Source: an optimization exercise on an open RTL-to-GDS flow (aim: small area, a short achievable clock period and few clock cycles per item). Production flows keep margins and buffers that such runs may drop. The RTL was checked by simulation tests, not by an equivalence proof against the original design. Power figures rest on the tool's default switching activity, not on a simulated workload.

==> design.v <==
package fft_pkg;
    localparam int unsigned MAX_IDX_W = 16;
endpackage
module fft_bfly2 #(
    parameter int unsigned DW = 16
) (
    input  logic [2*DW-1:0]     a,
    input  logic [2*DW-1:0]     p,
    input  logic                ci,
    output logic [2*(DW+1)-1:0] y
);
    localparam int unsigned W  = DW + 1;
    localparam int unsigned LV = $clog2(W);
    function automatic logic [W-1:0] addp(input logic [W-1:0] x, input logic [W-1:0] q,
                                          input logic s);
        logic [W-1:0] pp, g, gn, pn;
        logic [W:0]   c;
        integer i, l;
        pp = q;
        g  = x & ~q;
        g[0] = g[0] | (pp[0] & s);
        for (l = 0; l < LV; l = l + 1) begin
            gn = g;
            pn = pp;
            for (i = 0; i < W; i = i + 1) begin
                if (i >= (1 << l)) begin
                    gn[i] = g[i] | (pp[i] & g[i - (1 << l)]);
                    pn[i] = pp[i] & pp[i - (1 << l)];
                end
            end
            g  = gn;
            pp = pn;
        end
        c[0] = s;
        for (i = 0; i < W; i = i + 1) c[i+1] = g[i];
        addp = q ^ c[W-1:0];
    endfunction
    logic [W-1:0] ar, ai, pr, pi;
    assign ar = {a[2*DW-1], a[2*DW-1:DW]};
    assign ai = {a[DW-1],   a[DW-1:0]};
    assign pr = {p[2*DW-1], p[2*DW-1:DW]};
    assign pi = {p[DW-1],   p[DW-1:0]};
    assign y = {addp(ar, pr, ci), addp(ai, pi, ci)};
endmodule
module fft_stage_engine #(
    parameter int unsigned N_PTS  = 32,
    parameter int unsigned N_BFLY = 4,
    parameter int unsigned DW     = 16
) (
    input  logic                 clk,
    input  logic                 reset,
    input  logic                 in_valid,
    output logic                 in_ready,
    input  logic [2*DW-1:0]      in_data,
    output logic                 out_valid,
    input  logic                 out_ready,
    output logic [2*(DW+1)-1:0]  out_data,
    output logic                 out_last,
    output logic                 busy,
    output logic                 done
);
    localparam int unsigned NB = 12;     
    localparam int unsigned OW = 2 * (DW + 1);
    function automatic logic [3:0] wslot0(input logic [1:0] f, input logic [4:0] s);
        case ({f, s})
            7'd0: wslot0 = 4'd0;
            7'd1: wslot0 = 4'd1;
            7'd2: wslot0 = 4'd0;
            7'd3: wslot0 = 4'd2;
            7'd4: wslot0 = 4'd0;
            7'd5: wslot0 = 4'd3;
            7'd6: wslot0 = 4'd0;
            7'd7: wslot0 = 4'd4;
            7'd8: wslot0 = 4'd0;
            7'd9: wslot0 = 4'd5;
            7'd10: wslot0 = 4'd0;
            7'd11: wslot0 = 4'd6;
            7'd12: wslot0 = 4'd0;
            7'd13: wslot0 = 4'd7;
            7'd14: wslot0 = 4'd0;
            7'd15: wslot0 = 4'd0;
            7'd16: wslot0 = 4'd8;
            7'd17: wslot0 = 4'd0;
            7'd18: wslot0 = 4'd9;
            7'd19: wslot0 = 4'd0;
            7'd20: wslot0 = 4'd10;
            7'd21: wslot0 = 4'd0;
            7'd22: wslot0 = 4'd11;
            7'd23: wslot0 = 4'd0;
            7'd24: wslot0 = 4'd0;
            7'd25: wslot0 = 4'd0;
            7'd26: wslot0 = 4'd4;
            7'd27: wslot0 = 4'd0;
            7'd28: wslot0 = 4'd2;
            7'd29: wslot0 = 4'd0;
            7'd30: wslot0 = 4'd6;
            7'd31: wslot0 = 4'd1;
            7'd32: wslot0 = 4'd0;
            7'd33: wslot0 = 4'd5;
            7'd34: wslot0 = 4'd0;
            7'd35: wslot0 = 4'd3;
            7'd36: wslot0 = 4'd0;
            7'd37: wslot0 = 4'd7;
            7'd38: wslot0 = 4'd0;
            7'd39: wslot0 = 4'd8;
            7'd40: wslot0 = 4'd0;
            7'd41: wslot0 = 4'd0;
            7'd42: wslot0 = 4'd0;
            7'd43: wslot0 = 4'd10;
            7'd44: wslot0 = 4'd0;
            7'd45: wslot0 = 4'd2;
            7'd46: wslot0 = 4'd0;
            7'd47: wslot0 = 4'd0;
            7'd48: wslot0 = 4'd9;
            7'd49: wslot0 = 4'd0;
            7'd50: wslot0 = 4'd4;
            7'd51: wslot0 = 4'd0;
            7'd52: wslot0 = 4'd11;
            7'd53: wslot0 = 4'd0;
            7'd54: wslot0 = 4'd6;
            7'd55: wslot0 = 4'd0;
            7'd56: wslot0 = 4'd1;
            7'd57: wslot0 = 4'd0;
            7'd58: wslot0 = 4'd8;
            7'd59: wslot0 = 4'd0;
            7'd60: wslot0 = 4'd3;
            7'd61: wslot0 = 4'd0;
            7'd62: wslot0 = 4'd10;
            7'd63: wslot0 = 4'd5;
            7'd64: wslot0 = 4'd0;
            7'd65: wslot0 = 4'd0;
            7'd66: wslot0 = 4'd0;
            7'd67: wslot0 = 4'd7;
            7'd68: wslot0 = 4'd0;
            7'd69: wslot0 = 4'd2;
            7'd70: wslot0 = 4'd0;
            7'd71: wslot0 = 4'd9;
            7'd72: wslot0 = 4'd0;
            7'd73: wslot0 = 4'd1;
            7'd74: wslot0 = 4'd0;
            7'd75: wslot0 = 4'd11;
            7'd76: wslot0 = 4'd0;
            7'd77: wslot0 = 4'd3;
            7'd78: wslot0 = 4'd0;
            7'd79: wslot0 = 4'd0;
            7'd80: wslot0 = 4'd4;
            7'd81: wslot0 = 4'd0;
            7'd82: wslot0 = 4'd8;
            7'd83: wslot0 = 4'd0;
            7'd84: wslot0 = 4'd6;
            7'd85: wslot0 = 4'd0;
            7'd86: wslot0 = 4'd10;
            7'd87: wslot0 = 4'd0;
            7'd88: wslot0 = 4'd5;
            7'd89: wslot0 = 4'd0;
            7'd90: wslot0 = 4'd9;
            7'd91: wslot0 = 4'd0;
            7'd92: wslot0 = 4'd7;
            7'd93: wslot0 = 4'd0;
            7'd94: wslot0 = 4'd11;
            7'd95: wslot0 = 4'd0;
            default: wslot0 = 4'd0;
        endcase
    endfunction
    function automatic logic [3:0] wslot1(input logic [1:0] f, input logic [4:0] s);
        case ({f, s})
            7'd0: wslot1 = 4'd0;
            7'd1: wslot1 = 4'd0;
            7'd2: wslot1 = 4'd1;
            7'd3: wslot1 = 4'd0;
            7'd4: wslot1 = 4'd2;
            7'd5: wslot1 = 4'd0;
            7'd6: wslot1 = 4'd3;
            7'd7: wslot1 = 4'd0;
            7'd8: wslot1 = 4'd4;
            7'd9: wslot1 = 4'd0;
            7'd10: wslot1 = 4'd5;
            7'd11: wslot1 = 4'd0;
            7'd12: wslot1 = 4'd6;
            7'd13: wslot1 = 4'd0;
            7'd14: wslot1 = 4'd7;
            7'd15: wslot1 = 4'd8;
            7'd16: wslot1 = 4'd0;
            7'd17: wslot1 = 4'd9;
            7'd18: wslot1 = 4'd0;
            7'd19: wslot1 = 4'd10;
            7'd20: wslot1 = 4'd0;
            7'd21: wslot1 = 4'd11;
            7'd22: wslot1 = 4'd0;
            7'd23: wslot1 = 4'd8;
            7'd24: wslot1 = 4'd0;
            7'd25: wslot1 = 4'd8;
            7'd26: wslot1 = 4'd0;
            7'd27: wslot1 = 4'd10;
            7'd28: wslot1 = 4'd0;
            7'd29: wslot1 = 4'd10;
            7'd30: wslot1 = 4'd0;
            7'd31: wslot1 = 4'd0;
            7'd32: wslot1 = 4'd9;
            7'd33: wslot1 = 4'd0;
            7'd34: wslot1 = 4'd8;
            7'd35: wslot1 = 4'd0;
            7'd36: wslot1 = 4'd11;
            7'd37: wslot1 = 4'd0;
            7'd38: wslot1 = 4'd10;
            7'd39: wslot1 = 4'd0;
            7'd40: wslot1 = 4'd0;
            7'd41: wslot1 = 4'd0;
            7'd42: wslot1 = 4'd4;
            7'd43: wslot1 = 4'd0;
            7'd44: wslot1 = 4'd2;
            7'd45: wslot1 = 4'd0;
            7'd46: wslot1 = 4'd6;
            7'd47: wslot1 = 4'd1;
            7'd48: wslot1 = 4'd0;
            7'd49: wslot1 = 4'd5;
            7'd50: wslot1 = 4'd0;
            7'd51: wslot1 = 4'd3;
            7'd52: wslot1 = 4'd0;
            7'd53: wslot1 = 4'd7;
            7'd54: wslot1 = 4'd0;
            7'd55: wslot1 = 4'd1;
            7'd56: wslot1 = 4'd0;
            7'd57: wslot1 = 4'd1;
            7'd58: wslot1 = 4'd0;
            7'd59: wslot1 = 4'd3;
            7'd60: wslot1 = 4'd0;
            7'd61: wslot1 = 4'd3;
            7'd62: wslot1 = 4'd0;
            7'd63: wslot1 = 4'd0;
            7'd64: wslot1 = 4'd5;
            7'd65: wslot1 = 4'd0;
            7'd66: wslot1 = 4'd1;
            7'd67: wslot1 = 4'd0;
            7'd68: wslot1 = 4'd7;
            7'd69: wslot1 = 4'd0;
            7'd70: wslot1 = 4'd3;
            7'd71: wslot1 = 4'd0;
            7'd72: wslot1 = 4'd9;
            7'd73: wslot1 = 4'd0;
            7'd74: wslot1 = 4'd0;
            7'd75: wslot1 = 4'd0;
            7'd76: wslot1 = 4'd11;
            7'd77: wslot1 = 4'd0;
            7'd78: wslot1 = 4'd2;
            7'd79: wslot1 = 4'd8;
            7'd80: wslot1 = 4'd0;
            7'd81: wslot1 = 4'd4;
            7'd82: wslot1 = 4'd0;
            7'd83: wslot1 = 4'd10;
            7'd84: wslot1 = 4'd0;
            7'd85: wslot1 = 4'd6;
            7'd86: wslot1 = 4'd0;
            7'd87: wslot1 = 4'd8;
            7'd88: wslot1 = 4'd0;
            7'd89: wslot1 = 4'd8;
            7'd90: wslot1 = 4'd0;
            7'd91: wslot1 = 4'd10;
            7'd92: wslot1 = 4'd0;
            7'd93: wslot1 = 4'd10;
            7'd94: wslot1 = 4'd0;
            7'd95: wslot1 = 4'd0;
            7'd96: wslot1 = 4'd4;
            7'd97: wslot1 = 4'd0;
            7'd98: wslot1 = 4'd8;
            7'd99: wslot1 = 4'd0;
            7'd100: wslot1 = 4'd6;
            7'd101: wslot1 = 4'd0;
            7'd102: wslot1 = 4'd10;
            7'd103: wslot1 = 4'd0;
            7'd104: wslot1 = 4'd5;
            7'd105: wslot1 = 4'd0;
            7'd106: wslot1 = 4'd9;
            7'd107: wslot1 = 4'd0;
            7'd108: wslot1 = 4'd7;
            7'd109: wslot1 = 4'd0;
            7'd110: wslot1 = 4'd11;
            7'd111: wslot1 = 4'd1;
            7'd112: wslot1 = 4'd0;
            7'd113: wslot1 = 4'd0;
            7'd114: wslot1 = 4'd0;
            7'd115: wslot1 = 4'd3;
            7'd116: wslot1 = 4'd0;
            7'd117: wslot1 = 4'd2;
            7'd118: wslot1 = 4'd0;
            7'd119: wslot1 = 4'd1;
            7'd120: wslot1 = 4'd0;
            7'd121: wslot1 = 4'd1;
            7'd122: wslot1 = 4'd0;
            7'd123: wslot1 = 4'd3;
            7'd124: wslot1 = 4'd0;
            7'd125: wslot1 = 4'd3;
            7'd126: wslot1 = 4'd0;
            7'd127: wslot1 = 4'd0;
            default: wslot1 = 4'd0;
        endcase
    endfunction
    function automatic logic [3:0] rslot0(input logic [1:0] f, input logic [3:0] k);
        case ({f, k})
            6'd0: rslot0 = 4'd4;
            6'd1: rslot0 = 4'd2;
            6'd2: rslot0 = 4'd6;
            6'd3: rslot0 = 4'd1;
            6'd4: rslot0 = 4'd5;
            6'd5: rslot0 = 4'd3;
            6'd6: rslot0 = 4'd7;
            6'd7: rslot0 = 4'd8;
            6'd8: rslot0 = 4'd0;
            6'd9: rslot0 = 4'd10;
            6'd10: rslot0 = 4'd2;
            6'd11: rslot0 = 4'd9;
            6'd12: rslot0 = 4'd4;
            6'd13: rslot0 = 4'd11;
            6'd14: rslot0 = 4'd6;
            6'd15: rslot0 = 4'd1;
            6'd16: rslot0 = 4'd8;
            6'd17: rslot0 = 4'd3;
            6'd18: rslot0 = 4'd10;
            6'd19: rslot0 = 4'd5;
            6'd20: rslot0 = 4'd0;
            6'd21: rslot0 = 4'd7;
            6'd22: rslot0 = 4'd2;
            6'd23: rslot0 = 4'd9;
            6'd24: rslot0 = 4'd1;
            6'd25: rslot0 = 4'd11;
            6'd26: rslot0 = 4'd3;
            6'd27: rslot0 = 4'd4;
            6'd28: rslot0 = 4'd8;
            6'd29: rslot0 = 4'd6;
            6'd30: rslot0 = 4'd10;
            6'd31: rslot0 = 4'd5;
            6'd32: rslot0 = 4'd9;
            6'd33: rslot0 = 4'd7;
            6'd34: rslot0 = 4'd11;
            6'd35: rslot0 = 4'd0;
            6'd36: rslot0 = 4'd1;
            6'd37: rslot0 = 4'd2;
            6'd38: rslot0 = 4'd3;
            6'd39: rslot0 = 4'd4;
            6'd40: rslot0 = 4'd5;
            6'd41: rslot0 = 4'd6;
            6'd42: rslot0 = 4'd7;
            6'd43: rslot0 = 4'd8;
            6'd44: rslot0 = 4'd9;
            6'd45: rslot0 = 4'd10;
            6'd46: rslot0 = 4'd11;
            6'd47: rslot0 = 4'd0;
            default: rslot0 = 4'd0;
        endcase
    endfunction
    function automatic logic [3:0] rslot1(input logic [1:0] f, input logic [3:0] k);
        case ({f, k})
            6'd0: rslot1 = 4'd8;
            6'd1: rslot1 = 4'd10;
            6'd2: rslot1 = 4'd10;
            6'd3: rslot1 = 4'd9;
            6'd4: rslot1 = 4'd8;
            6'd5: rslot1 = 4'd11;
            6'd6: rslot1 = 4'd10;
            6'd7: rslot1 = 4'd0;
            6'd8: rslot1 = 4'd4;
            6'd9: rslot1 = 4'd2;
            6'd10: rslot1 = 4'd6;
            6'd11: rslot1 = 4'd1;
            6'd12: rslot1 = 4'd5;
            6'd13: rslot1 = 4'd3;
            6'd14: rslot1 = 4'd7;
            6'd15: rslot1 = 4'd1;
            6'd16: rslot1 = 4'd1;
            6'd17: rslot1 = 4'd3;
            6'd18: rslot1 = 4'd3;
            6'd19: rslot1 = 4'd5;
            6'd20: rslot1 = 4'd1;
            6'd21: rslot1 = 4'd7;
            6'd22: rslot1 = 4'd3;
            6'd23: rslot1 = 4'd9;
            6'd24: rslot1 = 4'd0;
            6'd25: rslot1 = 4'd11;
            6'd26: rslot1 = 4'd2;
            6'd27: rslot1 = 4'd8;
            6'd28: rslot1 = 4'd4;
            6'd29: rslot1 = 4'd10;
            6'd30: rslot1 = 4'd6;
            6'd31: rslot1 = 4'd8;
            6'd32: rslot1 = 4'd8;
            6'd33: rslot1 = 4'd10;
            6'd34: rslot1 = 4'd10;
            6'd35: rslot1 = 4'd4;
            6'd36: rslot1 = 4'd8;
            6'd37: rslot1 = 4'd6;
            6'd38: rslot1 = 4'd10;
            6'd39: rslot1 = 4'd5;
            6'd40: rslot1 = 4'd9;
            6'd41: rslot1 = 4'd7;
            6'd42: rslot1 = 4'd11;
            6'd43: rslot1 = 4'd1;
            6'd44: rslot1 = 4'd0;
            6'd45: rslot1 = 4'd3;
            6'd46: rslot1 = 4'd2;
            6'd47: rslot1 = 4'd1;
            6'd48: rslot1 = 4'd1;
            6'd49: rslot1 = 4'd3;
            6'd50: rslot1 = 4'd3;
            6'd51: rslot1 = 4'd0;
            6'd52: rslot1 = 4'd1;
            6'd53: rslot1 = 4'd2;
            6'd54: rslot1 = 4'd3;
            6'd55: rslot1 = 4'd4;
            6'd56: rslot1 = 4'd5;
            6'd57: rslot1 = 4'd6;
            6'd58: rslot1 = 4'd7;
            6'd59: rslot1 = 4'd8;
            6'd60: rslot1 = 4'd9;
            6'd61: rslot1 = 4'd10;
            6'd62: rslot1 = 4'd11;
            6'd63: rslot1 = 4'd8;
            default: rslot1 = 4'd0;
        endcase
    endfunction
    function automatic logic [5:0] thr_next(input logic [3:0] m);
        case (m)
            4'd0: thr_next = 6'd25;
            4'd1: thr_next = 6'd21;
            4'd2: thr_next = 6'd29;
            4'd3: thr_next = 6'd19;
            4'd4: thr_next = 6'd27;
            4'd5: thr_next = 6'd23;
            4'd6: thr_next = 6'd31;
            4'd7: thr_next = 6'd18;
            4'd8: thr_next = 6'd26;
            4'd9: thr_next = 6'd22;
            4'd10: thr_next = 6'd30;
            4'd11: thr_next = 6'd20;
            4'd12: thr_next = 6'd28;
            4'd13: thr_next = 6'd24;
            4'd14: thr_next = 6'd32;
            4'd15: thr_next = 6'd17;
            default: thr_next = 6'd0;
        endcase
    endfunction
    logic [4:0]    ws;
    logic          wfb;
    logic [1:0]    wf0, wf1;
    logic [3:0]    waddr;
    logic [3:0]    pm;
    logic          rfb;
    logic [1:0]    rf0, rf1;
    logic [NB-1:0] rsel0, rsel1;
    logic [3:0]    rn0, rn1;           
    assign rn0 = rslot0(rf0, pm);
    assign rn1 = rslot1(rf1, pm);
    logic [5:0]    th;
    logic          av;
    logic [1:0]    nfr, nfr_n;
    logic [2*DW-1:0] mem0 [NB];
    logic [2*DW-1:0] mem1 [NB];
    logic          wr_fire, rd_fire, out_load, out_fire, in_last, out_done;
    logic          pv, pl;             
    logic          half;               
    logic [2*DW-1:0] ra, rb;           
    logic [2*DW-1:0] rx, ry;           
    logic [OW-1:0] y_c;
    logic [5:0]    lv;
    logic [4:0]    L;
    assign lv = {wfb, ws} - {rfb, pm, 1'b0};
    assign L  = lv[4:0];
    logic          rdy_w;
    assign av = (wfb != rfb) || ({1'b0, ws} >= th);
    assign rdy_w = ({1'b0, L} + 6'd1) <= (ws[0] ? 6'd22 : 6'd23);
    logic [4:0]    i1;
    logic [1:0]    f0n, f1n;
    logic [3:0]    waddr_n;
    assign i1 = ws + 1'b1;
    assign f0n = (ws == 5'd31) ? ((wf0 == 2'd3 - 2'd1) ? 2'd0 : wf0 + 1'b1) : wf0;
    assign f1n = (ws == 5'd31) ? ((wf1 == 2'd4 - 2'd1) ? 2'd0 : wf1 + 1'b1) : wf1;
    assign waddr_n = wslot0(wf0, ws) | wslot1(wf1, ws);
    always_comb begin
        rx = '0;
        ry = '0;
        for (int i = 0; i < NB; i++) begin
            rx = rx | ({2*DW{rsel0[i]}} & mem0[i]);
            ry = ry | ({2*DW{rsel1[i]}} & mem1[i]);
        end
    end
    assign wr_fire  = in_valid && in_ready;
    assign out_load = !out_valid || out_ready;
    assign out_fire = out_valid && out_ready;
    assign rd_fire  = av && (!pv || (half && out_load));
    assign in_last  = wr_fire && (ws == 5'd31);
    assign out_done = out_fire && out_last;
    always_comb begin
        nfr_n = nfr;
        if (in_last && !out_done) nfr_n = nfr + 1'b1;
        if (!in_last && out_done) nfr_n = nfr - 1'b1;
    end
    always_ff @(posedge clk) begin
        if (reset) begin
            ws        <= '0;
            wfb       <= 1'b0;
            wf0       <= '0;
            wf1       <= '0;
            waddr     <= 4'd0;
            pm        <= '0;
            rfb       <= 1'b0;
            rf0       <= '0;
            rf1       <= '0;
            rsel0     <= NB'(1) << 0;
            rsel1     <= NB'(1) << 8;
            th        <= 6'd17;
            nfr       <= '0;
            in_ready  <= 1'b1;
            pv        <= 1'b0;
            half      <= 1'b0;
            out_valid <= 1'b0;
            busy      <= 1'b0;
            done      <= 1'b0;
        end else begin
            if (wr_fire) begin
                ws    <= i1;
                if (ws == 5'd31) wfb <= !wfb;
                wf0   <= f0n;
                wf1   <= f1n;
                waddr <= waddr_n;
            end
            if (rd_fire) begin
                pm  <= pm + 1'b1;
                if (pm == 4'd15) begin
                    rfb <= !rfb;
                    rf0 <= (rf0 == 2'd3 - 2'd1) ? 2'd0 : rf0 + 1'b1;
                    rf1 <= (rf1 == 2'd4 - 2'd1) ? 2'd0 : rf1 + 1'b1;
                end
                for (int i = 0; i < NB; i++) begin
                    rsel0[i] <= (rn0 == 4'(i));
                    rsel1[i] <= (rn1 == 4'(i));
                end
                th  <= thr_next(pm);
            end
            in_ready <= rd_fire || (in_ready && (!in_valid || rdy_w));
            if (rd_fire)                   pv <= 1'b1;
            else if (out_load && half)     pv <= 1'b0;
            if (rd_fire)                   half <= 1'b0;
            else if (out_load && pv)       half <= !half;
            if (out_load) out_valid <= pv;
            nfr  <= nfr_n;
            busy <= (nfr_n != 2'd0);
            done <= out_done;
        end
    end
    fft_bfly2 #(.DW(DW)) u_bfly (
        .a    (ra),
        .p    (rb),
        .ci   (half),
        .y    (y_c)
    );
    always_ff @(posedge clk) begin
        if (wr_fire) begin
            if (ws[4] ^ ws[0]) mem1[waddr] <= in_data;
            else               mem0[waddr] <= in_data;
        end
        if (rd_fire) begin
            ra <= pm[3] ? ry : rx;
            pl <= (pm == 4'd15);
        end
        if (rd_fire)                      rb <= rx ^ ry;
        else if (out_load && pv && !half) rb <= ~rb;
        if (out_load) begin
            out_data <= y_c;
            out_last <= half && pl;
        end
    end
endmodule
==> run.sh <==
#!/bin/bash
# synth_recipe.tcl (not shown) runs the flow's synth.tcl, then flattens the netlist and writes it again
# the make line also repeats each setting of config.mk as NAME=value (left out here)
make -C /OpenROAD-flow-scripts/flow DESIGN_CONFIG=/design/flow/config.mk WORK_HOME=/design/flow/orfs CLKGATE_MAP_FILE= SYNTH_SCRIPT=/design/flow/synth_recipe.tcl finish
==> config.mk <==
export PLATFORM = sky130hd
export DESIGN_NAME = fft_stage_engine
export DESIGN_NICKNAME = fft_stage_engine
export VERILOG_FILES = /design/flow/design.v
export SDC_FILE = /design/flow/constraint.sdc
export NUM_CORES = 4
export LEC_CHECK = 0
export CAP_MARGIN = 20
export CORE_MARGIN = 2
export CORE_UTILIZATION = 65
export CTS_CLUSTER_DIAMETER = 100
export CTS_CLUSTER_SIZE = 26
export SETUP_SLACK_MARGIN = 3.3
export SLEW_MARGIN = 20
==> constraint.sdc <==
create_clock -name core_clock -period 5.5 [get_ports {clk}]
set_input_delay 1.1000 -clock core_clock [delete_from_list [all_inputs] [get_ports {clk}]]
set_output_delay 1.1000 -clock core_clock [all_outputs]
set_load 0.01 [all_outputs]
==> results of run 1 <==
[registers in the layout, indices dropped and copies added (netlist names), 2 cells and up]
name      cells
wf1           2
mem0        384
rf0           2
nfr           2
wf0           2
rf1           2
out_data     34
rsel0        12
ws            5
waddr         4
rsel1        12
rb           32
ra           32
mem1        384
pm            4
th            6
[cell families after synthesis]
kind of cell               after synthesis  share of synthesized area
adders and majority gates               26                    0.00913
xor gates and xnor gates                79                     0.0190
and+or+nand+nor                        385                     0.0550
muxes                                   54                     0.0155
buffers and inverters                  186                     0.0210
DFF                                    929                      0.748
AOI/OAI and AO/OA                      608                      0.132
[power breakdown]
group	internal (mW)	switching, mW
sequential	7.78	0.0266
combinational	0.134	0.323
clock	1.44	2.10
total	9.35	2.44
[repair_timing]
item	CTS	global route
gates resized for setup	283	94
buffers inserted	96	38
gates cloned	25	3
pin swaps	42	41
endpoints found under the setup margin	984	476
[through the flow]
step | total power, mW | hold slack [ns]
2_1_floorplan | 8.11 | 0.432
5_1_grt | 12.1 | 0.502
4_1_cts | 11.8 | 0.469
6_report | 11.8 | 0.470
3_3_place_gp | 8.33 | 0.442
3_5_place_dp | 8.34 | 0.454
[worst reg2reg max path, cell delays in order (launching register included)]
cell and delay [ns]:
dfxtp_4 0.40, buf_4 0.16, buf_4 0.18, o311ai_1 0.37, o211ai_1 0.19, o31a_1 0.18
buf_6 0.16, or4b_1 0.51, a21oi_1 0.15
[placed cells by master, fill, tap and decap left out, types with 11 or more instances in the layout]
cell type and n:
mux2i_1 44, a221oi_1 183, o21ai_1 11, a21oi_2 14, buf_4 116, a22o_1 194, nand3_1 14, clkbuf_1 11
and3_1 33, a221oi_2 13, and3_4 16, ha_1 17, nand4_1 11, clkdlybuf4s50_1 32, dfxtp_4 13, a21oi_1 76
nor2_1 73, nor2_4 38, and3_2 20, dfxtp_1 43, nor2b_1 14, buf_2 40, inv_1 25, o21ai_0 26
clkbuf_16 46, nand3b_1 14, buf_12 43, edfxtp_1 868, xor2_1 49, nand2_1 63, nand2b_1 20, xnor2_1 27
buf_6 17
[area by class of cell]
type / instances / area [sq um] / share of cell area
tap: 748 / 936 / 0.0223
antenna: 1 / 2.50 / 0.0000596
sequential: 929 / 27300 / 0.651
clock inverter: 5 / 72.6 / 0.00173
clock buffer: 53 / 1090 / 0.0260
inverter: 33 / 150 / 0.00357
timing repair buffer: 269 / 2960 / 0.0704
timing repair inverter: 3 / 33.8 / 0.000804
multi-input combinational: 1166 / 9420 / 0.224
[metal layers]
metal  part of all wire  vias up  global-route usage
met5                  0        -                   0
met4              0.038        0               0.112
met3               0.12      180              0.0781
met2               0.46     1442               0.538
met1               0.38    11100               0.489
li1                   -     9491                   -
[final timing paths]
path         slack [ns]  depth (start not counted)        to
max                3.15                          8  rsel1[6]
min                0.47                          2     th[1]
max reg2reg        3.15                          8  rsel1[6]
min reg2reg        0.47                          2     th[1]
==> flow_summary.json, run 1 <==
{
  "postSynthCellCount": 2267,
  "slew_violations": 0,
  "antenna_left": 0,
  "cp_max_fo": 12,
  "power_leakage_nw": 13.6,
  "cp_slowest_stage_delay_ns": 0.51,
  "ys_warn_count": 4,
  "wl_mm": 99.0,
  "io_buffer_count": 74,
  "synth_area_leaders": "edfxtp_1 71%, a221oi_1 4.7%, a22o_1 4.7%",
  "grt_pass1_wl_mm": 142,
  "irDropWorstVdd_uv": 320,
  "detail_route.vias_per_cell": 6.94,
  "layout.cells.non_filler": 3207,
  "tightest_slew_ns": 1.16,
  "min_from": "th[1]",
  "synth_edf_count": 868,
  "power_density_mw_per_mm2": 281,
  "place_ws_ns": 1.69,
  "final_area_sq_mm": 0.0420,
  "max-cap-violations": 0,
  "async_flop_share": 0,
  "vias": 22200,
  "max_freq_mhz": 425,
  "crit_required_ns": 6.04,
  "path_cells": "buf_4 -> buf_4 -> o311ai_1 -> o211ai_1 -> o31a_1 -> buf_6 -> or4b_1 -> a21oi_1",
  "grt_pass1_vias": 21000,
  "drtIter0Drc": 3368,
  "synth_seq_cells": 929,
  "grt_max_degree": 44,
  "hold_path.class": "reg2reg",
  "cts_max_level": 2,
  "yosysTopAreaCell": "edfxtp_1",
  "syn_to_final_growth_pct": 15.2,
  "rsz0062_at_grt": "yes",
  "critical_path.endpoint_type": "register",
  "finalCritPeriodShare": 0.428,
  "r2r-start": "pm[2]",
  "final_core_util": 0.759,
  "clock_skew_ns": 0.0271,
  "path_common_cell": "buf_4",
  "setup_tns_ns": 0,
  "start_util": 0.659,
  "synth_commonest_cells": "868 x edfxtp_1, 196 x a221oi_1, 194 x a22o_1",
  "rows": 86,
  "crit_type": "reg2reg",
  "yosysMostFrequentCell": "edfxtp_1",
  "period_needed_ns": 2.35,
  "synth_nets": 2329,
  "clockBufferDepth": 3,
  "finalSetupViolCount": 0,
  "wire_per_inst_microns": 30.9,
  "cts.clk_slew.worst_paths_ns": 0.10,
  "ioPinCount": 75,
  "holdBufCountCts": 0,
  "dp_hpwl_mm": 55.3,
  "startpoint": "pm[2]",
  "cp_slowest_cell": "or4b_1",
  "die_area_sq_mm": 0.0580,
  "arrival_ns": 2.90,
  "synth_top_area_share": 0.715,
  "critPathLaunchType": "register",
  "hold_viol": 0,
  "clkLatencyLatePin_ns": 0.63,
  "gp_congestion": 0.847,
  "antenna_found_initial": 0,
  "gr-total-overflow": 0,
  "run_status": "complete, no violations",
  "layout-drive-gt1-share": 0.201,
  "synth_area_per_cell_sq_um": 16.1,
  "synth.distinct_cells": 85,
  "cts_root_buf": "clkbuf_16",
  "dr.pass1.iters": 6,
  "synth.yosys.seq_area_share": 0.748,
  "cts_buffers": 42,
  "die_height_microns": 241,
  "die_w_microns": 241,
  "fin_nets": 2506,
  "ys.flop_type": "edfxtp_1",
  "drc": 0,
  "cts.sinks": 929,
  "slew_headroom": 0.226,
  "postPlaceCellArea_sq_mm": 0.0384,
  "post-place-cells": 2986,
  "core_sq_mm": 0.0553,
  "cp.buffers_inverters": 3,
  "grt.total_usage": 0.344,
  "crit_family": "compound AO/OA/AOI/OAI gates",
  "fill_cells": 3232,
  "syn_area_sq_mm": 0.0365,
  "layout_setup_ws_ns": 3.15,
  "cts_tree": "yes"
}
Testbench counts, summed over its fixed seeds: cycles 6,344, frames 192.
==> run 2: changes to the inputs <==
--- a/design.v
+++ b/design.v
@@ -417,27 +417,6 @@
             default: rslot1 = 4'd0;
         endcase
     endfunction
-    function automatic logic [5:0] thr_next(input logic [3:0] m);
-        case (m)
-            4'd0: thr_next = 6'd25;
-            4'd1: thr_next = 6'd21;
-            4'd2: thr_next = 6'd29;
-            4'd3: thr_next = 6'd19;
-            4'd4: thr_next = 6'd27;
-            4'd5: thr_next = 6'd23;
-            4'd6: thr_next = 6'd31;
-            4'd7: thr_next = 6'd18;
-            4'd8: thr_next = 6'd26;
-            4'd9: thr_next = 6'd22;
-            4'd10: thr_next = 6'd30;
-            4'd11: thr_next = 6'd20;
-            4'd12: thr_next = 6'd28;
-            4'd13: thr_next = 6'd24;
-            4'd14: thr_next = 6'd32;
-            4'd15: thr_next = 6'd17;
-            default: thr_next = 6'd0;
-        endcase
-    endfunction
     logic [4:0]    ws;
     logic          wfb;
     logic [1:0]    wf0, wf1;
@@ -449,7 +428,6 @@
     logic [3:0]    rn0, rn1;           
     assign rn0 = rslot0(rf0, pm);
     assign rn1 = rslot1(rf1, pm);
-    logic [5:0]    th;
     logic          av;
     logic [1:0]    nfr, nfr_n;
     logic [2*DW-1:0] mem0 [NB];
@@ -465,7 +443,7 @@
     assign lv = {wfb, ws} - {rfb, pm, 1'b0};
     assign L  = lv[4:0];
     logic          rdy_w;
-    assign av = (wfb != rfb) || ({1'b0, ws} >= th);
+    assign av = (wfb != rfb) || ({1'b0, ws} >= ({2'b0, pm[0], pm[1], pm[2], pm[3]} + 6'd17));
     assign rdy_w = ({1'b0, L} + 6'd1) <= (ws[0] ? 6'd22 : 6'd23);
     logic [4:0]    i1;
     logic [1:0]    f0n, f1n;
@@ -506,7 +484,6 @@
             rf1       <= '0;
             rsel0     <= NB'(1) << 0;
             rsel1     <= NB'(1) << 8;
-            th        <= 6'd17;
             nfr       <= '0;
             in_ready  <= 1'b1;
             pv        <= 1'b0;
@@ -533,7 +510,6 @@
                     rsel0[i] <= (rn0 == 4'(i));
                     rsel1[i] <= (rn1 == 4'(i));
                 end
-                th  <= thr_next(pm);
             end
             in_ready <= rd_fire || (in_ready && (!in_valid || rdy_w));
             if (rd_fire)                   pv <= 1'b1;
==> flow_summary.json, run 2 <==
{
  "p_switching_mw": 2.38,
  "reg.largest.list": "mem0 (384), mem1 (384), out_data (34)",
  "place_ws_ns": 1.58,
  "die_area_sq_mm": 0.0571,
  "synth.yosys.seq_area_share": 0.758,
  "final_core_util": 0.757,
  "synth_seq_cells": 923,
  "clkLatencyLatePin_ns": 0.62,
  "layout_common_cells": "868 x edfxtp_1, 207 x a22o_1, 189 x a221oi_1, 129 x buf_4, 72 x nor2_1",
  "drc": 0,
  "slew_headroom": 0.231,
  "dp_hpwl_mm": 53.6,
  "drtIter0Drc": 2718,
  "grt_pass1_wl_mm": 136,
  "core_sq_mm": 0.0548,
  "cts_buffers": 41,
  "setup_tns_ns": 0,
  "syn_to_final_growth_pct": 15.7,
  "synth_area_leaders": "edfxtp_1 73%, a22o_1 5.1%, a221oi_1 4.7%",
  "crit_type": "reg2reg",
  "synth_top_area_share": 0.727,
  "arrival_ns": 2.87,
  "slew_violations": 0,
  "grt_pass1_vias": 20600,
  "swShare": 0.204,
  "yosysMostFrequentCell": "edfxtp_1",
  "io_buffer_count": 74,
  "diodes": 0,
  "antenna_left": 0,
  "synth_nets": 2245,
  "cts_root_buf": "clkbuf_16",
  "combPwrFrac": 0.038,
  "grt.total_usage": 0.331,
  "period_needed_ns": 2.36,
  "synth_edf_count": 868,
  "dr.pass1.iters": 5,
  "postSynthCellCount": 2181,
  "yosysTopAreaCell": "edfxtp_1",
  "layout_commonest_cell": "edfxtp_1",
  "layout_setup_ws_ns": 3.14,
  "max_freq_mhz": 424,
  "irDropWorstVdd_uv": 308,
  "hold_path.class": "reg2reg",
  "power_leakage_nw": 13.7,
  "power.share.clock": 0.295,
  "synth.distinct_cells": 66,
  "clock_skew_ns": 0.0189,
  "final_area_sq_mm": 0.0415,
  "layout-drive-gt1-share": 0.208,
  "detail_route.vias_per_cell": 6.94,
  "gp_congestion": 0.865,
  "tightest_slew_ns": 1.15,
  "fin_nets": 2447,
  "power_density_mw_per_mm2": 281,
  "vias": 21500,
  "start_util": 0.655,
  "holdBufCountCts": 0,
  "wire_per_inst_microns": 30.8,
  "cts_tree": "yes",
  "die_w_microns": 239,
  "synth_commonest_cells": "868 x edfxtp_1, 207 x a22o_1, 193 x a221oi_1",
  "clockBufferDepth": 3,
  "cp_max_fo": 4,
  "postPlaceCellArea_sq_mm": 0.0378,
  "rows": 86,
  "antenna_found_initial": 1,
  "async_flop_share": 0,
  "p_int_mw": 9.26,
  "crit_required_ns": 6.02,
  "ys.flop_type": "edfxtp_1",
  "finalCritPeriodShare": 0.429,
  "critical_path.endpoint_type": "register",
  "hold_viol": 0,
  "cts_max_level": 2,
  "syn_area_sq_mm": 0.0359,
  "wl_mm": 95.2,
  "cts.sinks": 923,
  "finalSetupViolCount": 0,
  "grt_max_degree": 38,
  "seq_power_share": 0.667,
  "die_height_microns": 239,
  "critPathLaunchType": "register",
  "max-cap-violations": 0,
  "gr-total-overflow": 0,
  "cts.clk_slew.worst_paths_ns": 0.10,
  "ioPinCount": 75,
  "run_status": "complete, no violations",
  "ys_warn_count": 4,
  "rsz0062_at_grt": "yes",
  "synth_area_per_cell_sq_um": 16.4
}
## run 2: layout make-up
cell class | instances | area, sq um
repair inverters | 1 | 7.51
flip-flops and latches | 923 | 27200
clock buffers | 45 | 1040
repair buffers | 284 | 3080
inverters | 23 | 114
multi-input cells | 1109 | 9090
fillers | 3194 | 13300
well taps | 704 | 881
clock inverters | 5 | 55.1
## run 2: cell families (layout without fill, tap and decap cells)
logic type,Yosys count,count (layout),synth area share
adder cells (fa/ha/maj),28,28,0.00998
XOR/XNOR,81,81,0.0198
AO/OA/AOI/OAI,592,592,0.133
flip-flops,923,923,0.758
AND/OR/NAND/NOR,341,355,0.0454
multiplexers,53,53,0.0162
buffers and inverters,163,358,0.0180
## run 2: worst max-delay path, cell delays in order, from the launching register on
cell      delay [ns]
dfxtp_4         0.38
ha_4            0.16
xnor2_1         0.12
ha_1            0.30
a21oi_2         0.14
o21ai_2         0.07
a21oi_2         0.19
nand2b_4        0.21
buf_6           0.14
buf_12          0.10
nor2_4          0.03
and2_4          0.17
a32o_1          0.24
## run 2: layer usage
layer	vias to the layer above	wire length, microns	GRT usage
met5	-	0	0
met4	0	2890	0.0936
met3	171	10600	0.0692
met2	1251	45700	0.535
met1	10900	36100	0.462
li1	9193	-	-
## run 2: power groups by stage
stage / Clock [mW] / Combinational (mW) / Sequential (mW)
6_report: 3.43 / 0.445 / 7.76
5_1_grt: 3.65 / 0.469 / 7.77
4_1_cts: 3.44 / 0.412 / 7.76
3_5_place_dp: 0 / 0.353 / 7.92
3_3_place_gp: 0 / 0.340 / 7.92
2_1_floorplan: 0 / 0.160 / 7.91
## run 2: final timing paths
| path | start | to | slack (ns) | depth (start not counted) |
|---|---|---|---|---|
| min reg2reg | waddr[0] | waddr[0] | 0.54 | 2 |
| max reg2reg | pm[3] | rsel0[9] | 3.14 | 12 |
| max | pm[3] | rsel0[9] | 3.14 | 12 |
| min | waddr[0] | waddr[0] | 0.54 | 2 |
## run 2: through the flow
stage	total power [mW]	hold slack, ns	std cells
after floorplan	8.07	0.462	2181
after global placement	8.26	0.506	2871
after detailed placement	8.28	0.510	2878
after CTS	11.6	0.531	3045
after global routing	11.9	0.584	3094
final	11.6	0.544	3094
## run 2: repair_timing
action | CTS | global route
buffers inserted | 94 | 41
pin swaps | 44 | 36
endpoints found under the setup margin | 969 | 460
cloned | 23 | 8
resized for setup | 292 | 105
Testbench counts of run 2, summed over its fixed seeds: cycles 6,344, frames 192.
==> run 3: changes to the inputs <==
--- a/design.v
+++ b/design.v
@@ -443,7 +443,7 @@
     assign lv = {wfb, ws} - {rfb, pm, 1'b0};
     assign L  = lv[4:0];
     logic          rdy_w;
-    assign av = (wfb != rfb) || ({1'b0, ws} >= ({2'b0, pm[0], pm[1], pm[2], pm[3]} + 6'd17));
+    assign av = (wfb != rfb) || (ws[4] && (ws[3:0] > {pm[0], pm[1], pm[2], pm[3]}));
     assign rdy_w = ({1'b0, L} + 6'd1) <= (ws[0] ? 6'd22 : 6'd23);
     logic [4:0]    i1;
     logic [1:0]    f0n, f1n;
==> flow_summary.json, run 3 <==
{
  "die_height_microns": 239,
  "yosysTopAreaCell": "edfxtp_1",
  "cts_buffers": 42,
  "synth_commonest_cells": "868 x edfxtp_1, 198 x a22o_1, 193 x a221oi_1",
  "crit_type": "reg2reg",
  "start_util": 0.660,
  "clock_skew_ns": 0.0339,
  "power_leakage_nw": 13.5,
  "wl_mm": 98.4,
  "clockBufferDepth": 3,
  "die_w_microns": 239,
  "fin_nets": 2397,
  "cts.clk_slew.worst_paths_ns": 0.11,
  "r2r_slack_ns": 3.16,
  "synth_nets": 2233,
  "combPwrFrac": 0.038,
  "slew_violations": 0,
  "rsz0062_at_grt": "yes",
  "diodes": 0,
  "min_from": "ws[1]",
  "synth_top_area_share": 0.729,
  "syn_area_sq_mm": 0.0358,
  "fill_cells": 3133,
  "cts_tree": "yes",
  "tightest_slew_ns": 1.19,
  "layout-drive-gt1-share": 0.203,
  "cts_root_buf": "clkbuf_16",
  "drtIter0Drc": 3208,
  "grt_max_degree": 41,
  "r2r_end": "rb[12]",
  "r2r_cells": 10,
  "gp_congestion": 0.839,
  "crit_required_ns": 5.85,
  "synth_edf_count": 868,
  "reg.largest.list": "mem0 (384), mem1 (384), out_data (34)",
  "cp_slowest_cell": "dfxtp_4",
  "critPathLaunchType": "register",
  "core_sq_mm": 0.0541,
  "ioPinCount": 75,
  "p_switching_mw": 2.43,
  "synth.yosys.seq_area_share": 0.760,
  "run_status": "complete, no violations",
  "power.share.clock": 0.301,
  "seq_power_share": 0.661,
  "power_density_mw_per_mm2": 286,
  "multi_input_area_sq_mm": 0.00909,
  "max-cap-violations": 0,
  "grt_pass1_wl_mm": 142,
  "holdBufCountCts": 0,
  "cts_max_level": 2,
  "holdPathStages": 2,
  "antenna_left": 0,
  "hold_path.class": "reg2reg",
  "antenna_found_initial": 1,
  "die_area_sq_mm": 0.0569,
  "irDropWorstVdd_uv": 335,
  "crit_family": "buffers and inverters",
  "detail_route.vias_per_cell": 7.09,
  "grt_pass1_vias": 20700,
  "path_cells": "clkinvlp_4 -> buf_6 -> ha_4 -> a41oi_4 -> o221ai_4 -> buf_12 -> buf_12 -> buf_6 -> o21ai_4 -> clkbuf_16",
  "postPlaceCellArea_sq_mm": 0.0377,
  "setup_tns_ns": 0,
  "async_flop_share": 0,
  "finalSetupViolCount": 0,
  "min_to": "ws[1]",
  "swShare": 0.207,
  "clkLatencyLatePin_ns": 0.62,
  "vias": 21600,
  "postSynthCellCount": 2173,
  "layout_common_cells": "868 x edfxtp_1, 198 x a22o_1, 183 x a221oi_1, 97 x buf_4, 76 x nor2_1",
  "drc": 0,
  "ys.flop_type": "edfxtp_1",
  "cp.buffers_inverters": 6,
  "r2r-start": "ws[0]",
  "hold_viol": 0,
  "max_freq_mhz": 428,
  "seqCellArea_sq_mm": 0.0272,
  "synth_area_leaders": "edfxtp_1 73%, a22o_1 4.9%, a221oi_1 4.7%",
  "period_needed_ns": 2.34,
  "finalCritPeriodShare": 0.425,
  "cts.sinks": 923,
  "cp_max_fo": 8,
  "critical_path.endpoint_type": "register",
  "io_buffer_count": 74,
  "rows": 85,
  "dp_hpwl_mm": 56.8,
  "synth_area_per_cell_sq_um": 16.5,
  "synth.distinct_cells": 64,
  "wire_per_inst_microns": 32.3,
  "final_area_sq_mm": 0.0412,
  "dr.pass1.iters": 6,
  "gr-total-overflow": 0,
  "ys_warn_count": 4,
  "layout_commonest_cell": "edfxtp_1",
  "slew_headroom": 0.207,
  "synth_seq_cells": 923,
  "grt.total_usage": 0.347,
  "cp_slowest_stage_delay_ns": 0.40,
  "arrival_ns": 2.68,
  "yosysMostFrequentCell": "edfxtp_1",
  "syn_to_final_growth_pct": 15.1,
  "p_int_mw": 9.32
}
==> run 3: changes by cell type after synthesis, sizes merged, moves of 5 or more <==
cell | previous run | this run
o21ai | 33 | 44
a22o | 207 | 198
nand2b | 12 | 18
inv | 22 | 27
a32o | 4 | 9
and2 | 12 | 5
xnor2 | 28 | 33
a22oi | 6 | 0
nor2b | 17 | 11
a21oi | 79 | 69
nand2 | 76 | 65
o211ai | 2 | 7
==> run 3: per-layer routing <==
| layer | vias to the layer above | GRT usage | part of all wire | wire, microns |
|---|---|---|---|---|
| met2 | 1387 | 0.535 | 0.46 | 45700 |
| li1 | 9118 | - | - | - |
| met4 | 0 | 0.110 | 0.036 | 3500 |
| met5 | - | 0 | 0 | 0 |
| met1 | 11000 | 0.504 | 0.39 | 38100 |
| met3 | 171 | 0.0764 | 0.11 | 11100 |
==> run 3: power by group through the flow <==
stage | Sequential, mW | Clock [mW] | Combinational [mW]
global route | 7.77 | 3.79 | 0.471
CTS | 7.76 | 3.56 | 0.422
detailed placement | 7.93 | 0 | 0.358
finish | 7.76 | 3.54 | 0.449
floorplan | 7.91 | 0 | 0.160
global placement | 7.93 | 0 | 0.349
==> run 3: cell families (layout without fill, tap and decap cells) <==
| logic type | count (synthesis) | in the layout | synth area share |
|---|---|---|---|
| xor gates and xnor gates | 83 | 83 | 0.0203 |
| and+or+nand+nor | 334 | 343 | 0.0455 |
| muxes | 53 | 53 | 0.0161 |
| buffers and inverters | 168 | 339 | 0.0180 |
| adders and majority gates | 24 | 24 | 0.00861 |
| AOI/OAI and AO/OA | 588 | 589 | 0.132 |
| DFF | 923 | 923 | 0.760 |
==> run 3: what timing repair did <==
item | in CTS | in global routing
endpoints found under the setup margin | 983 | 370
pin swaps | 42 | 46
gates cloned | 15 | 6
setup buffers | 85 | 28
resized for setup | 279 | 155
==> run 3: metrics by stage <==
stage / cells / power, mW / setup WS [ns] / util / hold slack [ns]
finish: 3050 / 11.8 / 3.16 / 0.760 / 0.548
global route: 3050 / 12.0 / 3.11 / 0.760 / 0.573
CTS: 3016 / 11.7 / 3.18 / 0.743 / 0.534
detailed placement: 2855 / 8.29 / 1.72 / 0.697 / 0.527
global placement: 2846 / 8.28 / 1.77 / 0.693 / 0.519
floorplan: 2173 / 8.07 / 2.81 / - / 0.461
==> run 3: how the worst max path moves through the flow <==
stage / from / endpoint / slack [ns] / cells after the start
2_1_floorplan: out_ready / rb[0] / 2.81 / 4
3_3_place_gp: in_valid / mem0[10][24] / 1.77 / 5
3_5_place_dp: out_ready / rsel0[11] / 1.72 / 7
4_1_cts: out_data[17] / out_data[17] / 3.18 / 1
5_1_grt: ws[0] / rb[22] / 3.11 / 10
6_report: ws[0] / rb[12] / 3.16 / 10
==> run 3: area by class of cell <==
class                      instances  area share
sequential                       923       0.661
timing repair buffer             243      0.0624
inverter                          29     0.00386
clock inverter                     5     0.00195
tap                              696      0.0212
clock buffer                      56      0.0268
timing repair inverter             6     0.00179
multi-input combinational       1092       0.221
==> run 3: tightest hold or removal path, cell delays in order (launching register included) <==
cell	delay (ns)
dfxtp_4	0.39
nand2_1	0.07
a21oi_1	0.06
Testbench counts of run 3, summed over its fixed seeds: cycles 6,344, frames 192.
==> run 4: changes to the inputs <==
--- a/design.v
+++ b/design.v
@@ -443,12 +443,24 @@
     assign lv = {wfb, ws} - {rfb, pm, 1'b0};
     assign L  = lv[4:0];
     logic          rdy_w;
-    assign av = (wfb != rfb) || (ws[4] && (ws[3:0] > {pm[0], pm[1], pm[2], pm[3]}));
+    function automatic logic avail(input logic wb, input logic [4:0] w,
+                                   input logic rb_, input logic [3:0] m);
+        avail = (wb != rb_) || (w[4] && (w[3:0] > {m[0], m[1], m[2], m[3]}));
+    endfunction
     assign rdy_w = ({1'b0, L} + 6'd1) <= (ws[0] ? 6'd22 : 6'd23);
     logic [4:0]    i1;
     logic [1:0]    f0n, f1n;
     logic [3:0]    waddr_n;
     assign i1 = ws + 1'b1;
+    logic          wfb1, rfb1;
+    logic [3:0]    pm1;
+    logic          av_w, av_r, av_wr;
+    assign wfb1  = wfb ^ (ws == 5'd31);
+    assign rfb1  = rfb ^ (pm == 4'd15);
+    assign pm1   = pm + 1'b1;
+    assign av_w  = avail(wfb1, i1, rfb, pm);
+    assign av_r  = avail(wfb, ws, rfb1, pm1);
+    assign av_wr = avail(wfb1, i1, rfb1, pm1);
     assign f0n = (ws == 5'd31) ? ((wf0 == 2'd3 - 2'd1) ? 2'd0 : wf0 + 1'b1) : wf0;
     assign f1n = (ws == 5'd31) ? ((wf1 == 2'd4 - 2'd1) ? 2'd0 : wf1 + 1'b1) : wf1;
     assign waddr_n = wslot0(wf0, ws) | wslot1(wf1, ws);
@@ -484,6 +496,7 @@
             rf1       <= '0;
             rsel0     <= NB'(1) << 0;
             rsel1     <= NB'(1) << 8;
+            av        <= 1'b0;
             nfr       <= '0;
             in_ready  <= 1'b1;
             pv        <= 1'b0;
@@ -511,6 +524,12 @@
                     rsel1[i] <= (rn1 == 4'(i));
                 end
             end
+            case ({wr_fire, rd_fire})
+                2'b10:   av <= av_w;
+                2'b01:   av <= av_r;
+                2'b11:   av <= av_wr;
+                default: av <= av;
+            endcase
             in_ready <= rd_fire || (in_ready && (!in_valid || rdy_w));
             if (rd_fire)                   pv <= 1'b1;
             else if (out_load && half)     pv <= 1'b0;
==> flow_summary.json, run 4 <==
{
  "run_status": "complete, no violations",
  "cp_slowest_cell": "edfxtp_1",
  "cts_max_level": 2,
  "cts.sinks": 924,
  "tightest_slew_ns": 1.18,
  "cts_buffers": 41,
  "synth_seq_cells": 924,
  "postPlaceCellArea_sq_mm": 0.0383,
  "total_power_mw": 11.8,
  "gr-total-overflow": 0,
  "critical_path.endpoint_type": "output pin",
  "clock_skew_ns": 0.0241,
  "max-cap-violations": 0,
  "clockBufferDepth": 3,
  "die_w_microns": 240,
  "setup_tns_ns": 0,
  "gp_congestion": 0.868,
  "r2r-start": "ws[0]",
  "cts.clk_slew.worst_paths_ns": 0.10,
  "diodes": 0,
  "reg.largest.list": "mem0 (384), mem1 (384), out_data (34)",
  "synth.distinct_cells": 74,
  "slew_violations": 0,
  "fin_nets": 2438,
  "holdPathStages": 1,
  "hold_viol": 0,
  "io_buffer_count": 74,
  "core_sq_mm": 0.0551,
  "power_density_mw_per_mm2": 286,
  "ys_warn_count": 4,
  "synth_area_per_cell_sq_um": 16.2,
  "period_needed_ns": 2.26,
  "synth_top_area_share": 0.719,
  "syn_area_sq_mm": 0.0363,
  "die_area_sq_mm": 0.0577,
  "power_leakage_nw": 13.4,
  "hold_path.class": "reg2reg",
  "dr.pass1.iters": 5,
  "crit_family": "flip-flops",
  "cts_tree": "yes",
  "die_height_microns": 240,
  "final_area_sq_mm": 0.0411,
  "yosysMostFrequentCell": "edfxtp_1",
  "grt_pass1_wl_mm": 141,
  "cp_max_fo": 2,
  "r2r_slack_ns": 3.25,
  "synth.yosys.seq_area_share": 0.750,
  "hold_ws_ns": 0.554,
  "layout_common_cells": "868 x edfxtp_1, 192 x a22o_1, 175 x a221oi_1, 95 x nor2_1, 91 x buf_4",
  "slew_headroom": 0.209,
  "path_cells": "buf_2",
  "syn_to_final_growth_pct": 13.5,
  "vias": 21900,
  "antenna_found_initial": 1,
  "wl_mm": 98.1,
  "layout-drive-gt1-share": 0.180,
  "synth_commonest_cells": "868 x edfxtp_1, 193 x a221oi_1, 192 x a22o_1",
  "postSynthCellCount": 2238,
  "cp.buffers_inverters": 1,
  "layout.cells.non_filler": 3134,
  "grt_pass1_vias": 20600,
  "detail_route.vias_per_cell": 6.98,
  "crit_type": "reg2out",
  "finalCritPeriodShare": 0.410,
  "max_freq_mhz": 443,
  "dp_hpwl_mm": 57.4,
  "irDropWorstVdd_uv": 347,
  "synth_nets": 2307,
  "synth_edf_count": 868,
  "grt_max_degree": 59,
  "ioPinCount": 75,
  "drtIter0Drc": 3286,
  "rsz0062_at_grt": "yes",
  "finalSetupViolCount": 0,
  "r2r_end": "av",
  "cp_slowest_stage_delay_ns": 0.39,
  "crit_required_ns": 4.40,
  "layout_commonest_cell": "edfxtp_1",
  "grt.total_usage": 0.342,
  "clkLatencyLatePin_ns": 0.62,
  "drc": 0,
  "post-place-cells": 2973,
  "ys.flop_type": "edfxtp_1",
  "min_to": "out_last",
  "cts_root_buf": "clkbuf_16",
  "antenna_left": 0,
  "synth_area_leaders": "edfxtp_1 72%, a221oi_1 4.7%, a22o_1 4.6%",
  "wire_per_inst_microns": 31.3,
  "rows": 86,
  "arrival_ns": 1.16,
  "critPathLaunchType": "register",
  "yosysTopAreaCell": "edfxtp_1",
  "r2r_cells": 10,
  "start_util": 0.658,
  "min_from": "pl",
  "async_flop_share": 0
}
[run 4: power breakdown]
group | switching (mW) | leakage (nW) | internal, mW
Sequential | 0.0319 | 8.34 | 7.74
Clock | 2.03 | 0.568 | 1.49
Combinational | 0.315 | 4.53 | 0.147
Total | 2.38 | 13.4 | 9.39
[run 4: timing repair]
item | CTS | global route
hold buffers | 0 | 0
buffers inserted | 67 | 18
gates resized for setup | 278 | 84
gates cloned | 12 | 4
endpoints found under the setup margin | 1003 | 343
pin swaps | 36 | 18
[run 4: cell families after synthesis]
logic type                 after synthesis  synth area share
AOI/OAI and AO/OA                      596             0.130
and+or+nand+nor                        377            0.0531
muxes                                   54            0.0165
buffers and inverters                  171            0.0187
adders and majority gates               33            0.0116
xor gates and xnor gates                83            0.0200
DFF                                    924             0.750
[run 4: worst max-delay path by stage]
stage	from	to	slack, ns	cells after the start
floorplan	in_valid	mem1[5][0]	2.99	4
global placement	in_valid	mem1[8][13]	1.75	6
detailed placement	in_valid	mem1[8][15]	1.68	6
CTS	out_last	out_last	3.21	1
global route	ws[0]	av	3.15	9
finish	out_last	out_last	3.24	1
[run 4: layout make-up]
| class | instances | area, sq um |
|---|---|---|
| flip-flops and latches | 924 | 27200 |
| fillers | 3348 | 13900 |
| multi-input cells | 1152 | 9300 |
| repair buffers | 221 | 2340 |
| clock buffers | 56 | 1120 |
| well taps | 748 | 936 |
| inverters | 28 | 143 |
| clock inverters | 4 | 51.3 |
| repair inverters | 1 | 5.00 |
[run 4: metal layers]
| metal | global-route usage | wire, microns |
|---|---|---|
| met5 | 0 | 0 |
| met4 | 0.128 | 3760 |
| met3 | 0.0613 | 11200 |
| met2 | 0.525 | 45300 |
| met1 | 0.496 | 37900 |
[run 4: metrics by stage]
stage | util | setup WS [ns]
after global placement | 0.688 | 1.75
final | 0.747 | 3.24
after CTS | 0.737 | 3.21
after detailed placement | 0.696 | 1.68
after floorplan | - | 2.99
after global routing | 0.747 | 3.15
Testbench counts of run 4, summed over its fixed seeds: cycles 6,344, frames 192.

[re-timing with driven ports]
The results above use ideal ports. As a check the final layouts listed here were re-extracted and re-timed, cells and wires unchanged.
Step 1 assumes that a clkbuf_16 drives the clock port and a buf_2 every other input.
Step 2 also shifts input and output timing later by t, the mid clock arrival at the registers, as if the neighbouring blocks saw the same clock.
a / b / c = ideal ports / drivers / drivers and shift; a / b = the first two.
run	t, ns	setup slack, ns	worst slew at a driven data input, ns	pins driven straight from the clock port
run 1	0.674	3.147 / 3.147 / 2.612	0.06	1
run 2	0.673	3.142 / 3.142 / 2.555	0.07	1
run 3	0.667	3.163 / 3.152 / 2.651	0.06	1
run 4	0.670	3.244 / 3.178 / 2.690	0.08	1
After both steps setup and hold are still met in every run listed. For run 2, which loses most, drivers alone change the setup slack by 0.000 ns; drivers and shift together by -0.587 ns.
